What follows belongs to an exercise in optimizing a design on an open flow for small area; a production flow would make more cautious choices. Function was checked by simulation only, so behaviour that the tests miss may differ from the original.

## job 5311
// ds_block_top
module ds_block_top #(
    parameter int IMG_W  = 6,
    parameter int IMG_H  = 5,
    parameter int STRIDE = 1
) (
    input  wire                                    clk,
    input  wire                                    rstn,
    input  wire                                    in_valid,
    input  wire  [ds_pkg::NCH*ds_pkg::ACT_W-1:0]   in_pix,
    output logic                                   out_valid,
    output logic [ds_pkg::NOUT*ds_pkg::ACT_W-1:0]  out_pix
);
Size in the first run: roughly 1900 cells after synthesis, about 100 I/O pins, roughly 27000 µm² of cells after synthesis.
Settings: LEC_CHECK=0, CAP_MARGIN=20, CORE_MARGIN=2, CORE_UTILIZATION=40, CTS_BUF_LIST=sky130_fd_sc_hd__clkbuf_8, CTS_CLUSTER_DIAMETER=100, CTS_CLUSTER_SIZE=16, SLEW_MARGIN=20, SYNTH_HIERARCHICAL=1, SYNTH_MINIMUM_KEEP_SIZE=0; clock period 8.0 ns.
standard.sh (not shown) runs the stock make flow with config.mk's settings and CLKGATE_MAP_FILE= SYNTH_SCRIPT=/design/flow/synth_recipe.tcl, a recipe that flattens the netlist after the stock synthesis.
==> flow/flow/run.sh <==
#!/bin/bash
# The standard layout with two changes: the port buffers are the smallest
# buffer (sky130_fd_sc_hd__buf_1) rather than the one buffer_ports picks by
# default, and clock tree synthesis adds no dummy loads. The clustering
# settings repeat config.mk's. The constant outputs share one tie cell.
set -euo pipefail
export BUFFER_PORTS_ARGS="-buffer_cell sky130_fd_sc_hd__buf_1"
export SKIP_REPAIR_TIE_FANOUT=1
export CTS_ARGS="-sink_clustering_enable -repair_clock_nets -sink_clustering_size 16 -sink_clustering_max_diameter 100 -buf_list sky130_fd_sc_hd__clkbuf_8 -dont_use_dummy_load"
bash standard.sh > standard.log 2>&1
--- input diff job 5311..job 4025 ---
- swapping 100 for 120 in CTS_CLUSTER_DIAMETER
- swapping 16 for 24 in CTS_CLUSTER_SIZE
- swapping sky130_fd_sc_hd__clkbuf_8 for sky130_fd_sc_hd__clkbuf_16 in CTS_BUF_LIST
-- flow/flow/run.sh --
<<< job 5311, line 8
export SKIP_REPAIR_TIE_FANOUT=1
export CTS_ARGS="-sink_clustering_enable -repair_clock_nets -sink_clustering_size 16 -sink_clustering_max_diameter 100 -buf_list sky130_fd_sc_hd__clkbuf_8 -dont_use_dummy_load"
bash standard.sh > standard.log 2>&1
>>> job 4025, line 8
export SKIP_REPAIR_TIE_FANOUT=1
export CTS_ARGS="-sink_clustering_enable -repair_clock_nets -sink_clustering_size 24 -sink_clustering_max_diameter 120 -buf_list sky130_fd_sc_hd__clkbuf_16 -dont_use_dummy_load"
bash standard.sh > standard.log 2>&1
### Flow results
From job 5311 to job 4025 the numbers moved as follows: total number of H-tree levels now smaller; worst slew margin relative to its limit picked up an extra 3.1 points.

========
Another version of the RTL of ds_block_top (not shown whole).
Size in the first run: about 1,900 cells after synthesis, ~490 flip-flops, roughly 100 I/O pins.
clock: 8.0 ns
lec_check: 0
cap_margin: 20
core_margin: 2
core_utilization: 40
cts_buf_list: sky130_fd_sc_hd__clkbuf_4
slew_margin: 20
synth_hierarchical: 1
synth_minimum_keep_size: 0
run.sh (not shown) runs the stock make flow with config.mk's settings and CLKGATE_MAP_FILE= SYNTH_SCRIPT=/design/flow/synth_recipe.tcl, a recipe that flattens the netlist after the stock synthesis.
Stock flow here: none of the scripts above is used.
The baseline went through all stages and came out clean.
Then changed:
Settings changed: CTS_BUF_LIST sky130_fd_sc_hd__clkbuf_4 to not set.
Sequential cell count is unchanged.
Die area is unchanged.
Fmax rises by about 2.3%.
Utilization rises by 0.30 points.
Synthesized area stays the same.
Design area rises by 0.66%.
Routed wire length falls by about 1.6%.

========
ds_block_top, a different RTL version from the one above (not shown whole).
Size: ~490 flip-flops, roughly 0.027 mm² of cells after synthesis.
export LEC_CHECK = 0
export CAP_MARGIN = 20
export CORE_MARGIN = 2
export CORE_UTILIZATION = 40
export CTS_BUF_LIST = sky130_fd_sc_hd__clkbuf_4
export CTS_CLUSTER_DIAMETER = 80
export CTS_CLUSTER_SIZE = 10
export SLEW_MARGIN = 20
export SYNTH_HIERARCHICAL = 1
export SYNTH_MINIMUM_KEEP_SIZE = 0
create_clock -name core_clock -period 8.0 [get_ports {clk}]
standard.sh (not shown) runs the stock make flow with config.mk's settings and CLKGATE_MAP_FILE= SYNTH_SCRIPT=/design/flow/synth_recipe.tcl, a recipe that flattens the netlist after the stock synthesis.
==> flow/flow/run.sh <==
#!/bin/bash
# The standard layout with two changes: the port buffers are the smallest
# buffer (sky130_fd_sc_hd__buf_1) rather than the one buffer_ports picks by
# default, and clock tree synthesis adds no dummy loads. The clustering
# settings repeat config.mk's. The constant outputs share one tie cell.
set -euo pipefail
export BUFFER_PORTS_ARGS="-buffer_cell sky130_fd_sc_hd__buf_1"
export SKIP_REPAIR_TIE_FANOUT=1
export CTS_ARGS="-sink_clustering_enable -repair_clock_nets -sink_clustering_size 10 -sink_clustering_max_diameter 80 -buf_list sky130_fd_sc_hd__clkbuf_4 -dont_use_dummy_load"
bash standard.sh > standard.log 2>&1
The baseline completed with no timing, DRC or antenna violations.
Then changed:
--- a/flow/flow/run.sh
+++ b/flow/flow/run.sh
@@ -9 +9 @@
-export CTS_ARGS="-sink_clustering_enable -repair_clock_nets -sink_clustering_size 10 -sink_clustering_max_diameter 80 -buf_list sky130_fd_sc_hd__clkbuf_4 -dont_use_dummy_load"
+export CTS_ARGS="-sink_clustering_enable -repair_clock_nets -sink_clustering_size 16 -sink_clustering_max_diameter 100 -buf_list sky130_fd_sc_hd__clkbuf_8 -dont_use_dummy_load"
Settings changed: CTS_BUF_LIST sky130_fd_sc_hd__clkbuf_4 to sky130_fd_sc_hd__clkbuf_8, CTS_CLUSTER_DIAMETER 80 to 100, CTS_CLUSTER_SIZE 10 to 16.
What happened: Worst setup slack gets better by 0.030 ns. Final area grows by 0.37%. Synthesized area stays the same. Critical path depth stays the same. Final cell count shrinks by about 0.7%. Global-route usage stays flat.
Then changed:
--- a/flow/flow/run.sh
+++ b/flow/flow/run.sh
@@ -9 +9 @@
-export CTS_ARGS="-sink_clustering_enable -repair_clock_nets -sink_clustering_size 16 -sink_clustering_max_diameter 100 -buf_list sky130_fd_sc_hd__clkbuf_8 -dont_use_dummy_load"
+export CTS_ARGS="-sink_clustering_enable -repair_clock_nets -sink_clustering_size 8 -sink_clustering_max_diameter 60 -buf_list sky130_fd_sc_hd__clkbuf_4 -dont_use_dummy_load"
Settings changed: CTS_BUF_LIST sky130_fd_sc_hd__clkbuf_8 to sky130_fd_sc_hd__clkbuf_4, CTS_CLUSTER_DIAMETER 100 to 60, CTS_CLUSTER_SIZE 16 to 8.
Effect:
- non-clock buffer count is unchanged
- setup slack loses 0.032 ns
- final area hardly moves
- sequential cell count stays the same
- first-iteration DRC count grows by 4.9%

what the ideal ports hide:
Ports are ideal in the flow. The routed layouts listed here were re-timed in OpenROAD. Step 1 assumes that a clkbuf_16 drives the clock port and a buf_2 every other input. Step 2, shift: input delay + t, output delay - t, t = (earliest + latest rising clock arrival at the registers) / 2. This alone moves slack from input paths to output paths. Slacks: ideal / step 1 / step 2; pairs: ideal / step 1.
run	t (ns)	setup slack, ns	hold slack, ns	worst register clock-pin slew, ns
job 5311	0.627	0.301 / 0.301 / 0.301	0.372 / 0.372 / 0.372	0.11 / 0.11
job 4025	0.615	0.291 / 0.291 / 0.291	0.390 / 0.390 / 0.390	0.10 / 0.10
the first run of note 2	0.977	0.339 / 0.281 / 0.698	0.386 / 0.386 / 0.386	0.08 / 0.08
the second run of note 2	0.651	0.508 / 0.447 / 0.702	0.373 / 0.373 / 0.373	0.07 / 0.07
the first run of note 3	0.837	0.365 / 0.365 / 0.365	0.377 / 0.377 / 0.377	0.12 / 0.12
the second run of note 3	0.654	0.395 / 0.395 / 0.395	0.335 / 0.335 / 0.335	0.11 / 0.11
the third run of note 3	0.826	0.363 / 0.363 / 0.363	0.377 / 0.377 / 0.377	0.10 / 0.10
After both steps every run listed still meets setup and hold.
